This design comes from an exercise in tuning for small area on the open sky130 flow, not from production work. Only simulation tests tie the RTL to the original design; equivalence was not proved. Power is estimated from default activity; no workload was simulated.

==> inputs of run B <==
## base58_encoder_unit
module base58_encoder_unit (
    input  logic                          i_clk,
    input  logic                          i_rst_n,
    input  logic                          i_in_valid,
    output logic                          o_in_ready,
    input  logic [b58enc_pkg::BYTE_W-1:0] i_in_data_byte,
    input  logic                          i_in_last_byte,
    output logic                          o_out_valid,
    input  logic                          i_out_ready,
    output logic [b58enc_pkg::CHAR_W-1:0] o_out_char,
    output logic                          o_out_last_char,
    output logic                          o_out_overflow
);
    localparam int N  = b58enc_pkg::RING_SLOTS;
    localparam int DW = b58enc_pkg::DIGIT_W;
    localparam int CW = b58enc_pkg::CNT_W;
    localparam logic [CW-1:0] C_ZERO = b58enc_pkg::CNT_START;
    typedef enum logic [1:0] {
        S_IN, S_SCAN, S_OUT
    } t_state;
    t_state          r_state;
    logic [CW-1:0]   r_pos;      
    logic [2:0]      r_bit;      
    logic            r_run;      
    logic            r_carry;
  ...
export LEC_CHECK = 0
export CAP_MARGIN = 20
export CORE_MARGIN = 2
export CORE_UTILIZATION = 72
export SLEW_MARGIN = 20
create_clock -name core_clock -period 12.0 [get_ports {i_clk}]
standard.sh (not shown) runs the stock make flow with config.mk's settings and CLKGATE_MAP_FILE= SYNTH_SCRIPT=/design/flow/synth_recipe.tcl, a recipe that flattens the netlist after the stock synthesis.
==> flow/flow/run.sh <==
#!/bin/bash
# Own layout flow: the standard synthesis, then its combinational logic re-mapped for
# area (flip-flops untouched; several ABC runs, the smallest that is proven equivalent to the
# standard netlist is kept), then the standard ORFS flow from floorplan to finish with small
# port buffers, no dummy clock loads and a small clock root buffer. Each tool's output goes to a log here.
set -euo pipefail
W=$(pwd)
R=$W/orfs/results/$FLOW_PLATFORM/base58_encoder_unit/base
L=$W/orfs/logs/$FLOW_PLATFORM/base58_encoder_unit/base

bash standard.sh synth > "$W/log_1_standard_synth.log" 2>&1

cp "$R/1_2_yosys.v" "$W/standard_1_2_yosys.v"
export REMAP_LIB=$FLOW_HOME/platforms/$FLOW_PLATFORM/lib/sky130_fd_sc_hd__tt_025C_1v80.lib
export REMAP_DIR=$W/flow
export REMAP_IN=$W/standard_1_2_yosys.v
REMAP_DONT_USE=""
for c in $(grep -oE -- "-dont_use [A-Za-z0-9_]+" "$L/1_2_yosys.log" | awk '{print $2}' | sort -u); do
  REMAP_DONT_USE="$REMAP_DONT_USE -dont_use $c"
done
export REMAP_DONT_USE

# one ABC run per seed, in parallel
for s in 1 2 3 4; do
  sed "s/@SEED@/$s/" "$W/flow/remap.abc" > "$W/remap_$s.abc"
  REMAP_ABC=$W/remap_$s.abc REMAP_OUT=$W/remapped_$s.v \
    yosys -c "$W/flow/remap.tcl" > "$W/log_2_remap_$s.log" 2>&1 &
done
wait || true

best=""
best_area=""
for s in 1 2 3 4; do
  f=$W/remapped_$s.v
  [[ -f $f.stat ]] || continue
  a=$(awk '/Chip area/ {print $NF}' "$f.stat")
  if REMAP_OUT=$f yosys -c "$W/flow/equiv.tcl" > "$W/log_2_equiv_$s.log" 2>&1; then
    if [[ -z $best ]] || awk -v a="$a" -v b="$best_area" 'BEGIN {exit !(a < b)}'; then
      best=$f
      best_area=$a
    fi
  fi
done
echo "re-mapped netlist kept: ${best:-none (standard netlist kept)} ${best_area}" > "$W/log_2_remap_choice.log"
if [[ -n $best ]]; then
  cp "$best" "$R/1_2_yosys.v"
fi
rm -f "$R/1_synth.odb" "$R/1_synth.sdc"
touch "$R/1_2_yosys.v"

CTS="-sink_clustering_enable -repair_clock_nets -dont_use_dummy_load"
CTS="$CTS -buf_list sky130_fd_sc_hd__clkbuf_8 -root_buf sky130_fd_sc_hd__clkbuf_4"
CTS="$CTS -sink_clustering_size 22 -sink_clustering_max_diameter 60"
bash standard.sh "CTS_ARGS=$CTS" "BUFFER_PORTS_ARGS=-buffer_cell sky130_fd_sc_hd__buf_1" finish \
  > "$W/log_3_standard_finish.log" 2>&1
Other scripts of this flow, unchanged in this note and not shown: flow/flow/equiv.tcl, flow/flow/ff_models.v, flow/flow/ff_stubs.v, flow/flow/remap.abc, flow/flow/remap.tcl
==> run G: changes against run B <==
--- a/flow/design.v
+++ b/flow/design.v
@@ -11,7 +11,7 @@
         "123456789ABCDEFGHJKLMNPQRSTUVWXYZabcdefghijkmnopqrstuvwxyz";
     function automatic logic [CHAR_W-1:0] b58_char(input logic [DIGIT_W-1:0] d);
-        b58_char = CHAR_W'(d) + 7'd49 + ((d >= 6'd9) ? 7'd7 : 7'd0) + ((d >= 6'd17) ? 7'd1 : 7'd0)
-                 + ((d >= 6'd22) ? 7'd1 : 7'd0) + ((d >= 6'd33) ? 7'd6 : 7'd0)
-                 + ((d >= 6'd44) ? 7'd1 : 7'd0);
+        logic [7:0] c;
+        c = ALPHABET[(RADIX - 1 - d) * 8 +: 8];
+        b58_char = c[CHAR_W-1:0];
     endfunction
     localparam logic [CNT_W-1:0] CNT_START   = 6'b000000;
--- a/flow/flow/run.sh
+++ b/flow/flow/run.sh
@@ -3,5 +3,5 @@
 # area (flip-flops untouched; several ABC runs, the smallest that is proven equivalent to the
 # standard netlist is kept), then the standard ORFS flow from floorplan to finish with small
-# port buffers, no dummy clock loads and a small clock root buffer. Each tool's output goes to a log here.
+# port buffers and no dummy clock loads. Each tool's output goes to a log here.
 set -euo pipefail
 W=$(pwd)
@@ -50,5 +50,5 @@
 
 CTS="-sink_clustering_enable -repair_clock_nets -dont_use_dummy_load"
-CTS="$CTS -buf_list sky130_fd_sc_hd__clkbuf_8 -root_buf sky130_fd_sc_hd__clkbuf_4"
+CTS="$CTS -buf_list sky130_fd_sc_hd__clkbuf_8"
 CTS="$CTS -sink_clustering_size 22 -sink_clustering_max_diameter 60"
 bash standard.sh "CTS_ARGS=$CTS" "BUFFER_PORTS_ARGS=-buffer_cell sky130_fd_sc_hd__buf_1" finish \
CORE_UTILIZATION = 65   (was 72)
==> run M: changes against run B <==
CORE_UTILIZATION = 80   (was 72)
==> run P: changes against run B <==
--- a/flow/flow/run.sh
+++ b/flow/flow/run.sh
@@ -51,5 +51,5 @@
 CTS="-sink_clustering_enable -repair_clock_nets -dont_use_dummy_load"
 CTS="$CTS -buf_list sky130_fd_sc_hd__clkbuf_8 -root_buf sky130_fd_sc_hd__clkbuf_4"
-CTS="$CTS -sink_clustering_size 22 -sink_clustering_max_diameter 60"
+CTS="$CTS -sink_clustering_size 20 -sink_clustering_max_diameter 60"
 bash standard.sh "CTS_ARGS=$CTS" "BUFFER_PORTS_ARGS=-buffer_cell sky130_fd_sc_hd__buf_1" finish \
   > "$W/log_3_standard_finish.log" 2>&1
CORE_UTILIZATION = 65   (was 72)
==> comparison table <==
item	run P	run G	run B	run M
Run status	finished clean	finished clean	finished clean	did not finish
Failing step	-	-	-	3_5_place_dp
Met2 WL post-DR	4.301 mm	4.026 mm	4.843 mm	-
Sum of net half-perimeters after detailed placement	6.008 mm	6.174 mm	6.809 mm	8.759 mm
Initial cell density of the core	66.53%	66.93%	74.00%	82.80%
DRT met1 WL	4.770 mm	4.809 mm	4.749 mm	-
Sequential portion of the cell area	78.46%	77.96%	78.70%	-
Worst stage delay on the critical path	470 ps	500 ps	500 ps	-
Worst R2R End	r_zp[3]	r_zp[4]	r_zp[3]	-
Clk_buf instances	18	17	17	-
Count of non-CTS inverters in the layout	49	40	49	-
Fraction of area in non-clock buffers	1.179%	1.171%	1.183%	-
Internal power contribution	0.001160 W	0.001180 W	0.001154 W	-
Tap Count	136	136	129	-
Total negative slack	0 ps	0 ps	0 ps	-
Horiz. Die Dim	106.6 um	106.9 um	101.5 um	96.45 um
Number of standard cells in the final layout excluding fillers	681	682	673	-
Number of cells on the worst reg-to-reg path	11	10	11	-
Startpoint types	flip-flop	flip-flop	flip-flop	-
Number of flip-flops and latches	287	287	287	-
Final setup fails	0	0	0	-
Hold buffers post-CTS	0	0	0	-
Worst hold path startpoint	u_digits.r_sr[182]	u_digits.r_sr[234]	u_digits.r_sr[205]	-
Multi-input combinational area share	12.40%	13.34%	12.44%	-
Layout filler cell count	724	690	490	-

[port drivers added, routing unchanged]
Ports are ideal in the flow. The routed layouts listed here were re-timed in OpenROAD. Step 1 assumes that a clkbuf_16 drives the clock port and a buf_2 every other input. Step 2 adds t to the input delays and takes it off the output delays; t is the mean of the earliest and latest rising clock arrival at the registers after step 1. Input paths then give back, and output paths get back, about the clock's delay inside the block. Three values: ideal ports, drivers, drivers and shift; two values: the first two.
| run | t (ns) | slack for setup (ns) | worst setup path at the end | worst data-port slew with drivers (ns) |
|---|---|---|---|---|
| run B | 0.597 | 5.703 / 5.673 / 6.269 | register to output | 0.03 |
| run G | 0.513 | 5.933 / 5.900 / 6.413 | register to output | 0.04 |
| run P | 0.604 | 5.614 / 5.582 / 6.186 | register to output | 0.03 |
After both steps every run listed still meets setup and hold.
